This is an optimization exercise on Yosys and OpenROAD, whose aim is small area, not a production implementation. Where RTL was checked, it was by simulation tests only, not by an equivalence proof against the original. The flow treats the clock pin as an ideal source, which a real chip does not have. Power is estimated from default activity; no workload was simulated.

==> inputs of run D <==
## board_top
module board_top (
    input  logic               clock_in,
    input  logic               reset_in,
    input  board_pkg::wb_req_t wb_req,
    output board_pkg::wb_rsp_t wb_rsp,
    input  logic               button,
    input  logic               follow,
    input  logic               link_rx,
    output logic               link_tx
);
    logic btn_rise;
    board_pkg::board_t board;
    logic              rx_valid;
    board_pkg::board_t rx_board;
    debounce btn_db (
        .clock_in (clock_in),
        .reset_in (reset_in),
        .noisy    (button),
        .clean    (),
        .rise     (btn_rise)
    );
    game_fsm game (
        .clock_in (clock_in),
        .reset_in (reset_in),
        .wb_req   (wb_req),
        .wb_rsp   (wb_rsp),
        .follow   (follow),
        .rx_valid (rx_valid),
        .rx_board (rx_board),
        .board    (board)
    );
    board_link_tx link_out (
        .clock_in (clock_in),
        .reset_in (reset_in),
        .send     (btn_rise),
        .board    (board),
        .line     (link_tx),
        .busy     ()
    );
    board_link_rx link_in (
        .clock_in (clock_in),
        .reset_in (reset_in),
        .line     (link_rx),
        .rx_valid (rx_valid),
        .rx_board (rx_board)
    );
endmodule
export LEC_CHECK = 0
export CAP_MARGIN = 20
export CORE_MARGIN = 2
export CORE_UTILIZATION = 40
export SLEW_MARGIN = 20
create_clock -name core_clock -period 6.0 [get_ports {clock_in}]
run.sh (not shown) runs the stock make flow with config.mk's settings and CLKGATE_MAP_FILE= SYNTH_SCRIPT=/design/flow/synth_recipe.tcl, a recipe that flattens the netlist after the stock synthesis.
==> run B (differences from run D) <==
==> flow/design.v (replaced) <==
package board_pkg;
    localparam int BOARD_CELLS = 81;
    localparam int BOARD_BITS = 162;
    localparam int FRAME_BITS = 164;
    localparam int BIT_CYCLES = 8;
    localparam int DEBOUNCE_CYCLES = 16;
    typedef logic [1:0] cell_t;
    typedef logic [BOARD_BITS-1:0] board_t;
    typedef logic [6:0] cell_index_t;
    typedef logic [15:0] wb_data_t;
    typedef logic [7:0] wb_addr_t;
    localparam cell_t CELL_EMPTY = 2'd0;
    localparam cell_t CELL_X = 2'd1;
    localparam cell_t CELL_O = 2'd2;
    localparam wb_addr_t ADR_CLEAR = 8'hFE;
    localparam wb_addr_t ADR_STATUS = 8'hFF;
    typedef struct packed {
        logic     cyc;
        logic     stb;
        logic     we;
        wb_addr_t adr;
        wb_data_t dat_w;
    } wb_req_t;
    typedef struct packed {
        logic     ack;
        wb_data_t dat_r;
    } wb_rsp_t;
    typedef enum logic [2:0] {
        ST_IDLE,
        ST_CHECK,
        ST_PLACE,
        ST_LOAD,
        ST_CLEAR,
        ST_ACK
    } game_state_t;
endpackage
`timescale 1ns/1ps
module debounce (
    input  logic clock_in,
    input  logic reset_in,
    input  logic noisy,
    output logic rise
);
    logic sample;
    logic [$clog2(board_pkg::DEBOUNCE_CYCLES+1)-1:0] stable_cnt;
    logic clean;
    logic clean_prev;
    always_ff @(posedge clock_in) begin
        if (reset_in) begin
            sample <= 1'b0;
            stable_cnt <= '0;
            clean <= 1'b0;
            clean_prev <= 1'b0;
        end else begin
            clean_prev <= clean;
            if (noisy != sample) begin
                sample <= noisy;
                stable_cnt <= '0;
            end else if (stable_cnt == board_pkg::DEBOUNCE_CYCLES) begin
                clean <= sample;
            end else begin
                stable_cnt <= stable_cnt + 1'b1;
            end
        end
    end
    assign rise = clean && !clean_prev;
endmodule
`timescale 1ns/1ps
module bit_timer (
    input  logic        clock_in,
    input  logic        restart,
    input  logic        run,
    output logic [10:0] pos
);
    always_ff @(posedge clock_in) begin
        if (restart) begin
            pos <= '0;
        end else if (run) begin
            pos <= pos + 11'd1;
        end
    end
endmodule
`timescale 1ns/1ps
module board_link_tx (
    input  logic              clock_in,
    input  logic              reset_in,
    input  logic              send,
    input  board_pkg::board_t board,
    output logic              line
);
    logic        active;
    logic        start;
    logic [10:0] pos;
    logic        last;
    board_pkg::board_t tx_data;
    logic [board_pkg::FRAME_BITS-1:0] frame;
    assign start = send && !active;
    assign last = pos == 11'((board_pkg::FRAME_BITS - 1) * board_pkg::BIT_CYCLES
                             + board_pkg::BIT_CYCLES - 1);
    bit_timer tx_timer (
        .clock_in (clock_in),
        .restart  (start),
        .run      (active),
        .pos      (pos)
    );
    always_ff @(posedge clock_in) begin
        if (reset_in) begin
            active <= 1'b0;
        end else if (start) begin
            active <= 1'b1;
        end else if (last) begin
            active <= 1'b0;
        end
    end
    always_ff @(posedge clock_in) begin
        if (start) begin
            tx_data <= board;
        end
    end
    assign frame = {1'b1, tx_data, 1'b0};
    assign line = !active || frame[pos[10:3]];
endmodule
`timescale 1ns/1ps
module board_link_rx (
    input  logic              clock_in,
    input  logic              reset_in,
    input  logic              line,
    output logic              rx_valid,
    output board_pkg::board_t rx_board
);
    logic sync1;
    logic sync2;
    logic line_prev;
    logic receiving;
    logic start_edge;
    logic mid;
    logic first;
    logic stop;
    logic [10:0] pos;
    assign start_edge = !receiving && line_prev && !sync2;
    assign mid = receiving && pos[2:0] == 3'(board_pkg::BIT_CYCLES / 2 - 1);
    assign first = pos[10:3] == 8'd0;
    assign stop = pos[10:3] == 8'(board_pkg::FRAME_BITS - 1);
    bit_timer rx_timer (
        .clock_in (clock_in),
        .restart  (start_edge),
        .run      (receiving),
        .pos      (pos)
    );
    always_ff @(posedge clock_in) begin
        if (reset_in) begin
            sync1 <= 1'b1;
            sync2 <= 1'b1;
            line_prev <= 1'b1;
            receiving <= 1'b0;
            rx_valid <= 1'b0;
        end else begin
            sync1 <= line;
            sync2 <= sync1;
            line_prev <= sync2;
            rx_valid <= 1'b0;
            if (start_edge) begin
                receiving <= 1'b1;
            end else if (mid) begin
                if (first && sync2) begin
                    receiving <= 1'b0;
                end
                if (stop) begin
                    receiving <= 1'b0;
                    rx_valid <= sync2;
                end
            end
        end
    end
    always_ff @(posedge clock_in) begin
        if (mid && !first && !stop) begin
            rx_board <= {sync2, rx_board[board_pkg::BOARD_BITS-1:1]};
        end
    end
endmodule
`timescale 1ns/1ps
module game_fsm (
    input  logic                 clock_in,
    input  logic                 reset_in,
    input  board_pkg::wb_req_t   wb_req,
    output board_pkg::wb_rsp_t   wb_rsp,
    input  logic                 follow,
    input  logic                 rx_valid,
    input  board_pkg::board_t    rx_board,
    output board_pkg::board_t    board
);
    board_pkg::game_state_t state;
    logic       player;
    logic [7:0] illegal_cnt;
    logic       rx_pend;
    logic                   bus_start;
    board_pkg::cell_t       cells [board_pkg::BOARD_CELLS];
    board_pkg::cell_t       req_cell;
    logic                   req_in_board;
    logic                   req_status;
    assign bus_start = wb_req.cyc && wb_req.stb;
    assign req_in_board = wb_req.adr < board_pkg::wb_addr_t'(board_pkg::BOARD_CELLS);
    assign req_status = !wb_req.we && wb_req.adr == board_pkg::ADR_STATUS;
    always_comb begin
        for (int i = 0; i < board_pkg::BOARD_CELLS; i++) begin
            cells[i] = board[2*i +: 2];
        end
    end
    assign req_cell = cells[wb_req.adr[6:0]];
    board_pkg::cell_t rd_cell;
    logic             rd_status;
    always_comb begin
        wb_rsp.ack = (state == board_pkg::ST_ACK);
        wb_rsp.dat_r = '0;
        wb_rsp.dat_r[1:0] = rd_cell;
        if (rd_status) begin
            wb_rsp.dat_r[15:8] = illegal_cnt;
            wb_rsp.dat_r[0] = player;
        end
    end
    always_ff @(posedge clock_in) begin
        if (state == board_pkg::ST_IDLE && bus_start) begin
            rd_cell <= '0;
            rd_status <= 1'b0;
        end else if (state == board_pkg::ST_CHECK && !wb_req.we) begin
            if (req_in_board) begin
                rd_cell <= req_cell;
            end
            rd_status <= req_status;
        end
    end
    always_ff @(posedge clock_in) begin
        if (reset_in) begin
            state <= board_pkg::ST_IDLE;
            player <= 1'b0;
            illegal_cnt <= '0;
            rx_pend <= 1'b0;
            board <= '0;
        end else begin
            case (state)
                board_pkg::ST_IDLE: begin
                    if (rx_pend) begin
                        if (follow) begin
                            state <= board_pkg::ST_LOAD;
                        end else begin
                            rx_pend <= 1'b0;
                        end
                    end else if (bus_start) begin
                        if (wb_req.we && wb_req.adr == board_pkg::ADR_CLEAR) begin
                            state <= board_pkg::ST_CLEAR;
                        end else begin
                            state <= board_pkg::ST_CHECK;
                        end
                    end
                end
                board_pkg::ST_CHECK: begin
                    if (wb_req.we && req_in_board && req_cell == board_pkg::CELL_EMPTY) begin
                        state <= board_pkg::ST_PLACE;
                    end else begin
                        if (wb_req.we && illegal_cnt != 8'hFF) begin
                            illegal_cnt <= illegal_cnt + 8'd1;
                        end
                        state <= board_pkg::ST_ACK;
                    end
                end
                board_pkg::ST_PLACE: begin
                    board[2*wb_req.adr[6:0] +: 2] <= player ? board_pkg::CELL_O : board_pkg::CELL_X;
                    player <= !player;
                    state <= board_pkg::ST_ACK;
                end
                board_pkg::ST_LOAD: begin
                    board <= rx_board;
                    rx_pend <= 1'b0;
                    state <= board_pkg::ST_IDLE;
                end
                board_pkg::ST_CLEAR: begin
                    board <= '0;
                    player <= 1'b0;
                    state <= board_pkg::ST_ACK;
                end
                default: begin
                    state <= board_pkg::ST_IDLE;
                end
            endcase
            if (rx_valid) begin
                rx_pend <= 1'b1;
            end
        end
    end
endmodule
`timescale 1ns/1ps
module board_top (
    input  logic               clock_in,
    input  logic               reset_in,
    input  board_pkg::wb_req_t wb_req,
    output board_pkg::wb_rsp_t wb_rsp,
    input  logic               button,
    input  logic               follow,
    input  logic               link_rx,
    output logic               link_tx
);
    logic btn_rise;
    board_pkg::board_t board;
    logic              rx_valid;
    board_pkg::board_t rx_board;
    debounce btn_db (
        .clock_in (clock_in),
        .reset_in (reset_in),
        .noisy    (button),
        .rise     (btn_rise)
    );
    game_fsm game (
        .clock_in (clock_in),
        .reset_in (reset_in),
        .wb_req   (wb_req),
        .wb_rsp   (wb_rsp),
        .follow   (follow),
        .rx_valid (rx_valid),
        .rx_board (rx_board),
        .board    (board)
    );
    board_link_tx link_out (
        .clock_in (clock_in),
        .reset_in (reset_in),
        .send     (btn_rise),
        .board    (board),
        .line     (link_tx)
    );
    board_link_rx link_in (
        .clock_in (clock_in),
        .reset_in (reset_in),
        .line     (link_rx),
        .rx_valid (rx_valid),
        .rx_board (rx_board)
    );
endmodule
==> results.toml <==
[finish]
buffers = 93

[run_status]
status = "no timing/DRC/antenna violations"

[critical_path]
slowest_delay_ps = 640

[place]
pre_cts_ws_ps = 787

[synth]
synth_edf_count = 324

[timing]
relSlewSlack_pct = 22.1
(the above is from run B)
==> results.toml <==
[critical_path]
slowest_delay_ps = 890

[synth]
synthAdderAreaFrac_pct = 0.661

[finish]
buffers = 65
diodes = 0

[run_status]
status = "no timing/DRC/antenna violations"

[place]
pre_cts_ws_ps = 1030
(the above is from run D)
The RTL of run D was laid out without a check of its function.

========
==> run a <==
board_top, a different RTL version from the one above (not shown whole).
Settings: LEC_CHECK=0, CAP_MARGIN=5, CORE_MARGIN=2, CORE_UTILIZATION=40, CTS_BUF_LIST=sky130_fd_sc_hd__clkbuf_8, CTS_CLUSTER_DIAMETER=70, CTS_CLUSTER_SIZE=12, SLEW_MARGIN=5, SYNTH_HIERARCHICAL=1, SYNTH_MINIMUM_KEEP_SIZE=0; clock period 6.0 ns.
==> run b (differences from run a) <==
==> flow/design.v, changed modules only <==
module sel_onehot #(
    parameter int N = 8
) (
    input  logic [N-1:0] sel,
    input  logic [N-1:0] d,
    output logic         y
);
    localparam int NG = (N + 2) / 3;
    logic [NG-1:0] g;
    for (genvar i = 0; i < NG; i++) begin : grp
        if (3*i + 2 < N) begin : three
            aoi222 u (.a1(sel[3*i]), .a2(d[3*i]), .b1(sel[3*i+1]), .b2(d[3*i+1]),
                      .c1(sel[3*i+2]), .c2(d[3*i+2]), .y(g[i]));
        end else if (3*i + 1 < N) begin : two
            assign g[i] = !((sel[3*i] && d[3*i]) || (sel[3*i+1] && d[3*i+1]));
        end else begin : one
            assign g[i] = !(sel[3*i] && d[3*i]);
        end
    end
    assign y = !(&g);
endmodule
module board_link_tx (
    input  logic              clock_in,
    input  logic              reset_in,
    input  logic              send,
    input  board_pkg::board_t board,
    output logic              line
);
    logic        active;
    logic        start;
    logic [2:0] cyc;
    logic [2:0] lo;
    logic [4:0] hi;
    localparam logic [104:0] HI_STATES = {
        5'd27, 5'd29, 5'd30, 5'd15, 5'd23, 5'd11, 5'd21, 5'd10, 5'd5, 5'd2,
        5'd17, 5'd8, 5'd4, 5'd18, 5'd25, 5'd28, 5'd14, 5'd7, 5'd3, 5'd1, 5'd0};
    logic        last;
    board_pkg::board_t tx_data;
    logic [board_pkg::FRAME_BITS-1:0] frame;
    assign start = send && !active;
    assign last = hi == HI_STATES[100 +: 5] && lo == 3'd3 && cyc == 3'(board_pkg::BIT_CYCLES - 1);
    always_ff @(posedge clock_in) begin
        if (start) begin
            cyc <= '0;
            lo <= '0;
            hi <= '0;
        end else if (active) begin
            cyc <= cyc + 3'd1;
            if (cyc == 3'(board_pkg::BIT_CYCLES - 1)) begin
                lo <= lo + 3'd1;
                if (lo == 3'd7) begin
                    hi <= {hi[3:0], !(hi[4] ^ hi[2])};
                end
            end
        end
    end
    always_ff @(posedge clock_in) begin
        if (reset_in) begin
            active <= 1'b0;
        end else if (start) begin
            active <= 1'b1;
        end else if (last) begin
            active <= 1'b0;
        end
    end
    always_ff @(posedge clock_in) begin
        if (start) begin
            tx_data <= board;
        end
    end
    assign frame = {1'b1, tx_data, 1'b0};
    logic [7:0]  bit_lo;
    logic [20:0] bit_hi;
    logic        bit_val;
    always_comb begin
        for (int k = 0; k < 8; k++) begin
            bit_lo[k] = lo == 3'(k);
        end
        for (int m = 0; m < 21; m++) begin
            bit_hi[m] = hi == HI_STATES[5*m +: 5];
        end
    end
    logic [7:0] lo_bit;
    for (genvar k = 0; k < 8; k++) begin : col
        localparam int NM = (k < 4) ? 21 : 20;
        logic [NM-1:0] d;
        for (genvar m = 0; m < NM; m++) begin : row
            assign d[m] = frame[8*m+k];
        end
        sel_onehot #(.N(NM)) u_sel (.sel(bit_hi[NM-1:0]), .d(d), .y(lo_bit[k]));
    end
    sel_onehot #(.N(8)) u_sel_lo (.sel(bit_lo), .d(lo_bit), .y(bit_val));
    assign line = !active || bit_val;
endmodule
module board_link_rx (
    input  logic              clock_in,
    input  logic              reset_in,
    input  logic              line,
    output logic              rx_valid,
    output board_pkg::board_t rx_board
);
    logic sync1;
    logic sync2;
    logic line_prev;
    logic receiving;
    logic start_edge;
    logic mid;
    logic first;
    logic stop;
    logic [2:0] cyc;
    logic [7:0] idx;
    assign start_edge = !receiving && line_prev && !sync2;
    assign mid = receiving && cyc == 3'(board_pkg::BIT_CYCLES / 2 - 1);
    assign first = idx == 8'd0;
    assign stop = idx == 8'd221;
    always_ff @(posedge clock_in) begin
        if (start_edge) begin
            cyc <= '0;
            idx <= '0;
        end else if (receiving) begin
            cyc <= cyc + 3'd1;
            if (cyc == 3'(board_pkg::BIT_CYCLES - 1)) begin
                idx <= {idx[6:0], !(idx[7] ^ idx[5] ^ idx[4] ^ idx[3])};
            end
        end
    end
    always_ff @(posedge clock_in) begin
        if (reset_in) begin
            sync1 <= 1'b1;
            sync2 <= 1'b1;
            line_prev <= 1'b1;
            receiving <= 1'b0;
            rx_valid <= 1'b0;
        end else begin
            sync1 <= line;
            sync2 <= sync1;
            line_prev <= sync2;
            rx_valid <= 1'b0;
            if (start_edge) begin
                receiving <= 1'b1;
            end else if (mid) begin
                if (first && sync2) begin
                    receiving <= 1'b0;
                end
                if (stop) begin
                    receiving <= 1'b0;
                    rx_valid <= sync2;
                end
            end
        end
    end
    always_ff @(posedge clock_in) begin
        if (mid && !first && !stop) begin
            rx_board <= {sync2, rx_board[board_pkg::BOARD_BITS-1:1]};
        end
    end
endmodule
module game_fsm (
    input  logic                 clock_in,
    input  logic                 reset_in,
    input  board_pkg::wb_req_t   wb_req,
    output board_pkg::wb_rsp_t   wb_rsp,
    input  logic                 follow,
    input  logic                 rx_valid,
    input  board_pkg::board_t    rx_board,
    output board_pkg::board_t    board
);
    board_pkg::game_state_t state;
    logic       player;
    logic [7:0] illegal_cnt;
    logic       rx_pend;
    logic                   bus_start;
    board_pkg::cell_t       req_cell;
    logic                   req_in_board;
    logic                   req_status;
    assign bus_start = wb_req.cyc && wb_req.stb;
    assign req_in_board = wb_req.adr < board_pkg::wb_addr_t'(board_pkg::BOARD_CELLS);
    assign req_status = !wb_req.we && wb_req.adr == board_pkg::ADR_STATUS;
    logic [7:0]  adr_lo;
    logic [10:0] adr_hi;
    always_comb begin
        for (int k = 0; k < 8; k++) begin
            adr_lo[k] = wb_req.adr[2:0] == 3'(k);
        end
        for (int m = 0; m < 11; m++) begin
            adr_hi[m] = wb_req.adr[6:3] == 4'(m);
        end
    end
    logic [7:0] lo_cell [2];
    for (genvar k = 0; k < 8; k++) begin : rd_col
        localparam int NM = (k == 0) ? 11 : 10;
        for (genvar b = 0; b < 2; b++) begin : rd_bit
            logic [NM-1:0] d;
            for (genvar m = 0; m < NM; m++) begin : rd_row
                assign d[m] = board[2*(8*m+k)+b];
            end
            sel_onehot #(.N(NM)) u_sel (.sel(adr_hi[NM-1:0]), .d(d), .y(lo_cell[b][k]));
        end
    end
    for (genvar b = 0; b < 2; b++) begin : rd_top
        sel_onehot #(.N(8)) u_sel (.sel(adr_lo), .d(lo_cell[b]), .y(req_cell[b]));
    end
    board_pkg::cell_t rd_cell;
    logic             rd_status;
    always_comb begin
        wb_rsp.ack = (state == board_pkg::ST_ACK);
        wb_rsp.dat_r = '0;
        wb_rsp.dat_r[1:0] = rd_cell;
        if (rd_status) begin
            wb_rsp.dat_r[15:8] = illegal_cnt;
            wb_rsp.dat_r[0] = player;
        end
    end
    always_ff @(posedge clock_in) begin
        if (state == board_pkg::ST_IDLE && bus_start) begin
            rd_cell <= '0;
            rd_status <= 1'b0;
        end else if (state == board_pkg::ST_CHECK && !wb_req.we) begin
            if (req_in_board) begin
                rd_cell <= req_cell;
            end
            rd_status <= req_status;
        end
    end
    logic       st_place;
    logic       st_load;
    logic       st_clear;
    logic       b_hold;
    logic       b_load;
    logic [1:0] mark;
    logic [1:0] put_hi [11];
    board_pkg::board_t board_next;
    assign st_place = state == board_pkg::ST_PLACE;
    assign st_load = state == board_pkg::ST_LOAD;
    assign st_clear = state == board_pkg::ST_CLEAR;
    assign b_hold = !reset_in && !st_load && !st_clear;
    assign b_load = !reset_in && st_load;
    assign mark = {player, !player} & {2{!reset_in && st_place}};
    always_comb begin
        for (int m = 0; m < 11; m++) begin
            put_hi[m] = mark & {2{adr_hi[m]}};
        end
        for (int j = 0; j < board_pkg::BOARD_CELLS; j++) begin
            for (int b = 0; b < 2; b++) begin
                board_next[2*j+b] = (rx_board[2*j+b] & b_load)
                                  | (board[2*j+b] & b_hold)
                                  | (adr_lo[j % 8] & put_hi[j / 8][b]);
            end
        end
    end
    always_ff @(posedge clock_in) begin
        board <= board_next;
    end
    always_ff @(posedge clock_in) begin
        if (reset_in) begin
            state <= board_pkg::ST_IDLE;
            player <= 1'b0;
            illegal_cnt <= '0;
            rx_pend <= 1'b0;
        end else begin
            case (state)
                board_pkg::ST_IDLE: begin
                    if (rx_pend) begin
                        if (follow) begin
                            state <= board_pkg::ST_LOAD;
                        end else begin
                            rx_pend <= 1'b0;
                        end
                    end else if (bus_start) begin
                        if (wb_req.we && wb_req.adr == board_pkg::ADR_CLEAR) begin
                            state <= board_pkg::ST_CLEAR;
                        end else begin
                            state <= board_pkg::ST_CHECK;
                        end
                    end
                end
                board_pkg::ST_CHECK: begin
                    if (wb_req.we && req_in_board && req_cell == board_pkg::CELL_EMPTY) begin
                        state <= board_pkg::ST_PLACE;
                    end else begin
                        if (wb_req.we && illegal_cnt != 8'hFF) begin
                            illegal_cnt <= illegal_cnt + 8'd1;
                        end
                        state <= board_pkg::ST_ACK;
                    end
                end
                board_pkg::ST_PLACE: begin
                    player <= !player;
                    state <= board_pkg::ST_ACK;
                end
                board_pkg::ST_LOAD: begin
                    rx_pend <= 1'b0;
                    state <= board_pkg::ST_IDLE;
                end
                board_pkg::ST_CLEAR: begin
                    player <= 1'b0;
                    state <= board_pkg::ST_ACK;
                end
                default: begin
                    state <= board_pkg::ST_IDLE;
                end
            endcase
            if (rx_valid) begin
                rx_pend <= 1'b1;
            end
        end
    end
endmodule
// module bit_timer removed
// module aoi22 removed
==> flow/flow/run.sh (new file) <==
#!/bin/bash
# The standard layout, with these changes to how it is built:
# - the clock tree uses clkbuf_8 leaf buffers over clusters of up to 16
#   registers and no dummy loads;
# - the port buffers are the smallest buffer (every port still gets one);
# - after the clock tree, cells off the critical paths are sized down.
set -e
export CTS_ARGS="-sink_clustering_enable -repair_clock_nets -buf_list sky130_fd_sc_hd__clkbuf_8 -sink_clustering_size 16 -sink_clustering_max_diameter 60 -dont_use_dummy_load"
export BUFFER_PORTS_ARGS="-buffer_cell sky130_fd_sc_hd__buf_1"
export POST_CTS_TCL="$PWD/flow/post_cts.tcl"
bash standard.sh > standard.log 2>&1
==> flow/flow/post_cts.tcl (new file) <==
# Setup slack is large here: size down cells off the critical paths
repair_timing -recover_power 100
==> flow/standard.sh (new file) <==
#!/bin/bash
# synth_recipe.tcl (not shown) runs the flow's synth.tcl, then flattens the netlist and writes it again
# the make line also repeats each setting of config.mk as NAME=value (left out here)
make -C /OpenROAD-flow-scripts/flow DESIGN_CONFIG=/design/flow/config.mk WORK_HOME=/design/flow/orfs CLKGATE_MAP_FILE= SYNTH_SCRIPT=/design/flow/synth_recipe.tcl "${@:-finish}"
==> flow/config.mk (replaced) <==
export PLATFORM = sky130hd
export DESIGN_NAME = board_top
export DESIGN_NICKNAME = board_top
export VERILOG_FILES = /design/flow/design.v
export SDC_FILE = /design/flow/constraint.sdc
export NUM_CORES = 4
export LEC_CHECK = 0
export CAP_MARGIN = 5
export CORE_MARGIN = 2
export CORE_UTILIZATION = 60
export PLACE_DENSITY = 0.7
export SLEW_MARGIN = 5
export SYNTH_HIERARCHICAL = 1
export SYNTH_MINIMUM_KEEP_SIZE = 0
removed: flow/run.sh
==> run c (differences from run a) <==
==> flow/design.v, changed modules only <==
module board_link_tx (
    input  logic              clock_in,
    input  logic              reset_in,
    input  logic              send,
    input  board_pkg::board_t board,
    output logic              line
);
    logic        active;
    logic        start;
    logic [10:0] pos;
    logic        last;
    board_pkg::board_t tx_data;
    logic [board_pkg::FRAME_BITS-1:0] frame;
    assign start = send && !active;
    assign last = pos == 11'((board_pkg::FRAME_BITS - 1) * board_pkg::BIT_CYCLES
                             + board_pkg::BIT_CYCLES - 1);
    bit_timer tx_timer (
        .clock_in (clock_in),
        .restart  (start),
        .run      (active),
        .pos      (pos)
    );
    always_ff @(posedge clock_in) begin
        if (reset_in) begin
            active <= 1'b0;
        end else if (start) begin
            active <= 1'b1;
        end else if (last) begin
            active <= 1'b0;
        end
    end
    always_ff @(posedge clock_in) begin
        if (start) begin
            tx_data <= board;
        end
    end
    assign frame = {1'b1, tx_data, 1'b0};
    logic [7:0]  bit_lo;
    logic [20:0] bit_hi;
    logic [20:0] grp_bit;
    logic        bit_val;
    always_comb begin
        for (int k = 0; k < 8; k++) begin
            bit_lo[k] = pos[5:3] == 3'(k);
        end
        for (int m = 0; m < 21; m++) begin
            bit_hi[m] = pos[10:6] == 5'(m);
        end
        bit_val = 1'b0;
        for (int m = 0; m < 21; m++) begin
            grp_bit[m] = 1'b0;
            for (int k = 0; k < 8; k++) begin
                if (8*m + k < board_pkg::FRAME_BITS) begin
                    grp_bit[m] = grp_bit[m] | (bit_lo[k] & frame[8*m+k]);
                end
            end
            bit_val = bit_val | (bit_hi[m] & grp_bit[m]);
        end
    end
    assign line = !active || bit_val;
endmodule
module game_fsm (
    input  logic                 clock_in,
    input  logic                 reset_in,
    input  board_pkg::wb_req_t   wb_req,
    output board_pkg::wb_rsp_t   wb_rsp,
    input  logic                 follow,
    input  logic                 rx_valid,
    input  board_pkg::board_t    rx_board,
    output board_pkg::board_t    board
);
    board_pkg::game_state_t state;
    logic       player;
    logic [7:0] illegal_cnt;
    logic       rx_pend;
    logic                   bus_start;
    board_pkg::cell_t       req_cell;
    logic                   req_in_board;
    logic                   req_status;
    assign bus_start = wb_req.cyc && wb_req.stb;
    assign req_in_board = wb_req.adr < board_pkg::wb_addr_t'(board_pkg::BOARD_CELLS);
    assign req_status = !wb_req.we && wb_req.adr == board_pkg::ADR_STATUS;
    logic [7:0]  adr_lo;
    logic [10:0] adr_hi;
    always_comb begin
        for (int k = 0; k < 8; k++) begin
            adr_lo[k] = wb_req.adr[2:0] == 3'(k);
        end
        for (int m = 0; m < 11; m++) begin
            adr_hi[m] = wb_req.adr[6:3] == 4'(m);
        end
    end
    logic [1:0] grp_cell [11];
    always_comb begin
        for (int m = 0; m < 11; m++) begin
            grp_cell[m] = '0;
            for (int k = 0; k < 8; k++) begin
                if (8*m + k < board_pkg::BOARD_CELLS) begin
                    grp_cell[m] = grp_cell[m] | ({2{adr_lo[k]}} & board[2*(8*m+k) +: 2]);
                end
            end
        end
        req_cell = '0;
        for (int m = 0; m < 11; m++) begin
            req_cell = req_cell | ({2{adr_hi[m]}} & grp_cell[m]);
        end
    end
    board_pkg::cell_t rd_cell;
    logic             rd_status;
    always_comb begin
        wb_rsp.ack = (state == board_pkg::ST_ACK);
        wb_rsp.dat_r = '0;
        wb_rsp.dat_r[1:0] = rd_cell;
        if (rd_status) begin
            wb_rsp.dat_r[15:8] = illegal_cnt;
            wb_rsp.dat_r[0] = player;
        end
    end
    always_ff @(posedge clock_in) begin
        if (state == board_pkg::ST_IDLE && bus_start) begin
            rd_cell <= '0;
            rd_status <= 1'b0;
        end else if (state == board_pkg::ST_CHECK && !wb_req.we) begin
            if (req_in_board) begin
                rd_cell <= req_cell;
            end
            rd_status <= req_status;
        end
    end
    logic       st_place;
    logic       st_load;
    logic       st_clear;
    logic       b_hold;
    logic       b_load;
    logic [1:0] mark;
    logic [1:0] put_hi [11];
    board_pkg::board_t board_next;
    assign st_place = state == board_pkg::ST_PLACE;
    assign st_load = state == board_pkg::ST_LOAD;
    assign st_clear = state == board_pkg::ST_CLEAR;
    assign b_hold = !reset_in && !st_load && !st_clear;
    assign b_load = !reset_in && st_load;
    assign mark = {player, !player} & {2{!reset_in && st_place}};
    always_comb begin
        for (int m = 0; m < 11; m++) begin
            put_hi[m] = mark & {2{adr_hi[m]}};
        end
        for (int j = 0; j < board_pkg::BOARD_CELLS; j++) begin
            for (int b = 0; b < 2; b++) begin
                board_next[2*j+b] = (rx_board[2*j+b] & b_load)
                                  | (board[2*j+b] & b_hold)
                                  | (adr_lo[j % 8] & put_hi[j / 8][b]);
            end
        end
    end
    always_ff @(posedge clock_in) begin
        board <= board_next;
    end
    always_ff @(posedge clock_in) begin
        if (reset_in) begin
            state <= board_pkg::ST_IDLE;
            player <= 1'b0;
            illegal_cnt <= '0;
            rx_pend <= 1'b0;
        end else begin
            case (state)
                board_pkg::ST_IDLE: begin
                    if (rx_pend) begin
                        if (follow) begin
                            state <= board_pkg::ST_LOAD;
                        end else begin
                            rx_pend <= 1'b0;
                        end
                    end else if (bus_start) begin
                        if (wb_req.we && wb_req.adr == board_pkg::ADR_CLEAR) begin
                            state <= board_pkg::ST_CLEAR;
                        end else begin
                            state <= board_pkg::ST_CHECK;
                        end
                    end
                end
                board_pkg::ST_CHECK: begin
                    if (wb_req.we && req_in_board && req_cell == board_pkg::CELL_EMPTY) begin
                        state <= board_pkg::ST_PLACE;
                    end else begin
                        if (wb_req.we && illegal_cnt != 8'hFF) begin
                            illegal_cnt <= illegal_cnt + 8'd1;
                        end
                        state <= board_pkg::ST_ACK;
                    end
                end
                board_pkg::ST_PLACE: begin
                    player <= !player;
                    state <= board_pkg::ST_ACK;
                end
                board_pkg::ST_LOAD: begin
                    rx_pend <= 1'b0;
                    state <= board_pkg::ST_IDLE;
                end
                board_pkg::ST_CLEAR: begin
                    player <= 1'b0;
                    state <= board_pkg::ST_ACK;
                end
                default: begin
                    state <= board_pkg::ST_IDLE;
                end
            endcase
            if (rx_valid) begin
                rx_pend <= 1'b1;
            end
        end
    end
endmodule
// module aoi222 removed
// module aoi22 removed
// module sel_onehot removed
--- a/flow/config.mk
+++ b/flow/config.mk
@@ -8,9 +8,7 @@
 export CAP_MARGIN = 5
 export CORE_MARGIN = 2
 export CORE_UTILIZATION = 40
 export CTS_BUF_LIST = sky130_fd_sc_hd__clkbuf_8
 export CTS_CLUSTER_DIAMETER = 70
 export CTS_CLUSTER_SIZE = 12
 export SLEW_MARGIN = 5
-export SYNTH_HIERARCHICAL = 1
-export SYNTH_MINIMUM_KEEP_SIZE = 0
==> run d (differences from run a) <==
==> flow/flow/run.sh (new file) <==
#!/bin/bash
# The standard layout, with two changes to how it is built:
# - the clock tree uses clkbuf_8 leaf buffers over clusters of up to 16
#   registers and no dummy loads;
# - the port buffers are the smallest buffer (every port still gets one).
set -e
export CTS_ARGS="-sink_clustering_enable -repair_clock_nets -buf_list sky130_fd_sc_hd__clkbuf_8 -sink_clustering_size 16 -sink_clustering_max_diameter 60 -dont_use_dummy_load"
export BUFFER_PORTS_ARGS="-buffer_cell sky130_fd_sc_hd__buf_1"
bash standard.sh > standard.log 2>&1
==> flow/standard.sh (new file) <==
#!/bin/bash
# synth_recipe.tcl (not shown) runs the flow's synth.tcl, then flattens the netlist and writes it again
# the make line also repeats each setting of config.mk as NAME=value (left out here)
make -C /OpenROAD-flow-scripts/flow DESIGN_CONFIG=/design/flow/config.mk WORK_HOME=/design/flow/orfs CLKGATE_MAP_FILE= SYNTH_SCRIPT=/design/flow/synth_recipe.tcl "${@:-finish}"
removed: flow/run.sh
==> results.txt <==
metric                                                                                run b                                  run a                                  run d                                  run c
Status                                                     no timing/DRC/antenna violations       no timing/DRC/antenna violations       no timing/DRC/antenna violations       no timing/DRC/antenna violations
Vias in the first global route                                                       12,090                                 12,910                                 12,810                                 13,360
Drt pass-1 iters                                                                          9                                      9                                      8                                      9
Footprint of the multi-input gates                                                5474 um^2                              5784 um^2                              5779 um^2                              6073 um^2
Portion of the post-synthesis area used by sequential elements                       70.54%                                 69.54%                                 69.54%                                 66.15%
Sequential group power                                                              3.93 mW                                3.93 mW                                3.93 mW                                3.90 mW
First-pass GRT wire length                                                         78.58 mm                               81.86 mm                               80.96 mm                               86.48 mm
Critical Path Slowest Stage Cell                                  sky130_fd_sc_hd__a222oi_1               sky130_fd_sc_hd__dfxtp_1               sky130_fd_sc_hd__dfxtp_1               sky130_fd_sc_hd__dfxtp_2
Leakage power of the design                                                        6.065 nW                               6.565 nW                               6.212 nW                               8.019 nW
Number of library cell types mapped by synthesis                                         65                                     65                                     65                                     80
Area taken by flip-flops and latches                                            14,010 um^2                            14,010 um^2                            14,010 um^2                            14,020 um^2
Switching part of the total power                                                    22.32%                                 23.02%                                 22.18%                                 22.74%
Die width                                                                          186.0 um                               228.4 um                               228.4 um                               234.1 um
Fraction of the mapped netlist area in simple logic gates                            7.388%                                 7.464%                                 7.464%                                 7.171%
Launch instance of the worst register-to-register path                game.board[1]$_DFF_P_                  game.board[0]$_DFF_P_              btn_db.clean$_SDFFE_PP0P_                 game.board[42]$_DFF_P_
Number of signal-net buffers in the layout                                               56                                     66                                     64                                     58
HPWL after detailed placement                                                      35.34 mm                               31.54 mm                               31.03 mm                               35.38 mm
Minimum hold slack                                                                0.4178 ns                              0.4059 ns                              0.4185 ns                              0.4111 ns
Critical path startpoint                                        link_out.hi[4]$_SDFFE_PP0P_  link_out.tx_timer.pos[5]$_SDFFE_PP0P_  link_out.tx_timer.pos[5]$_SDFFE_PP0P_  link_out.tx_timer.pos[4]$_SDFFE_PP0P_
Final Power                                                                        5.940 mW                               6.153 mW                               5.896 mW                               6.151 mW
Final worst setup slack                                                            1.150 ns                              0.7773 ns                               1.094 ns                              0.3519 ns
Row count                                                                                66                                     82                                     82                                     84
Overall Global Routing Usage                                                         31.42%                                 20.55%                                 20.23%                                 21.11%
Multi-input gate share of total cell area                                            25.94%                                 26.07%                                 26.60%                                 26.39%
TritonCTS buffer count                                                                    -                                     50                                     43                                     51
The RTL of run c was laid out without a check of its function.

-- port drivers added, routing unchanged --
In the flow no input, the clock included, has a driving cell. The finished layouts below were timed again as built, in two steps.
Step 1 (the two cells are an assumption about what drives the block):
set clk [get_ports {clock_in}]
set_driving_cell -lib_cell sky130_fd_sc_hd__clkbuf_16 $clk
set_driving_cell -lib_cell sky130_fd_sc_hd__buf_2 [delete_from_list [all_inputs] $clk]
Step 2 times the ports against the registers' clock, not the clock port: input delays grow and output delays shrink by t, the midpoint of the rising clock arrivals with the driver on.
Slacks: no drivers / after step 1 / after step 2; pairs: no drivers / after step 1.
| run | shift t [ns] | slack for setup (ns) | hold WS [ns] |
|---|---|---|---|
| run D of note 1 | 0.679 | 0.356 / 0.293 / 0.973 | 0.420 / 0.420 / 0.420 |
| run B of note 1 | 0.678 | 0.730 / 0.672 / 0.604 | 0.408 / 0.408 / 0.408 |
| run a of note 2 | 0.703 | 0.777 / 0.721 / 0.505 | 0.406 / 0.406 / 0.406 |
| run b of note 2 | 0.609 | 1.150 / 1.101 / 0.518 | 0.418 / 0.418 / 0.418 |
| run c of note 2 | 0.700 | 0.352 / 0.300 / 0.999 | 0.411 / 0.411 / 0.411 |
| run d of note 2 | 0.684 | 1.094 / 1.038 / 0.674 | 0.418 / 0.418 / 0.418 |
After both steps every run listed still meets setup and hold. For run b of note 2, which loses most, drivers alone change the setup slack by -0.049 ns; drivers and shift together by -0.632 ns.
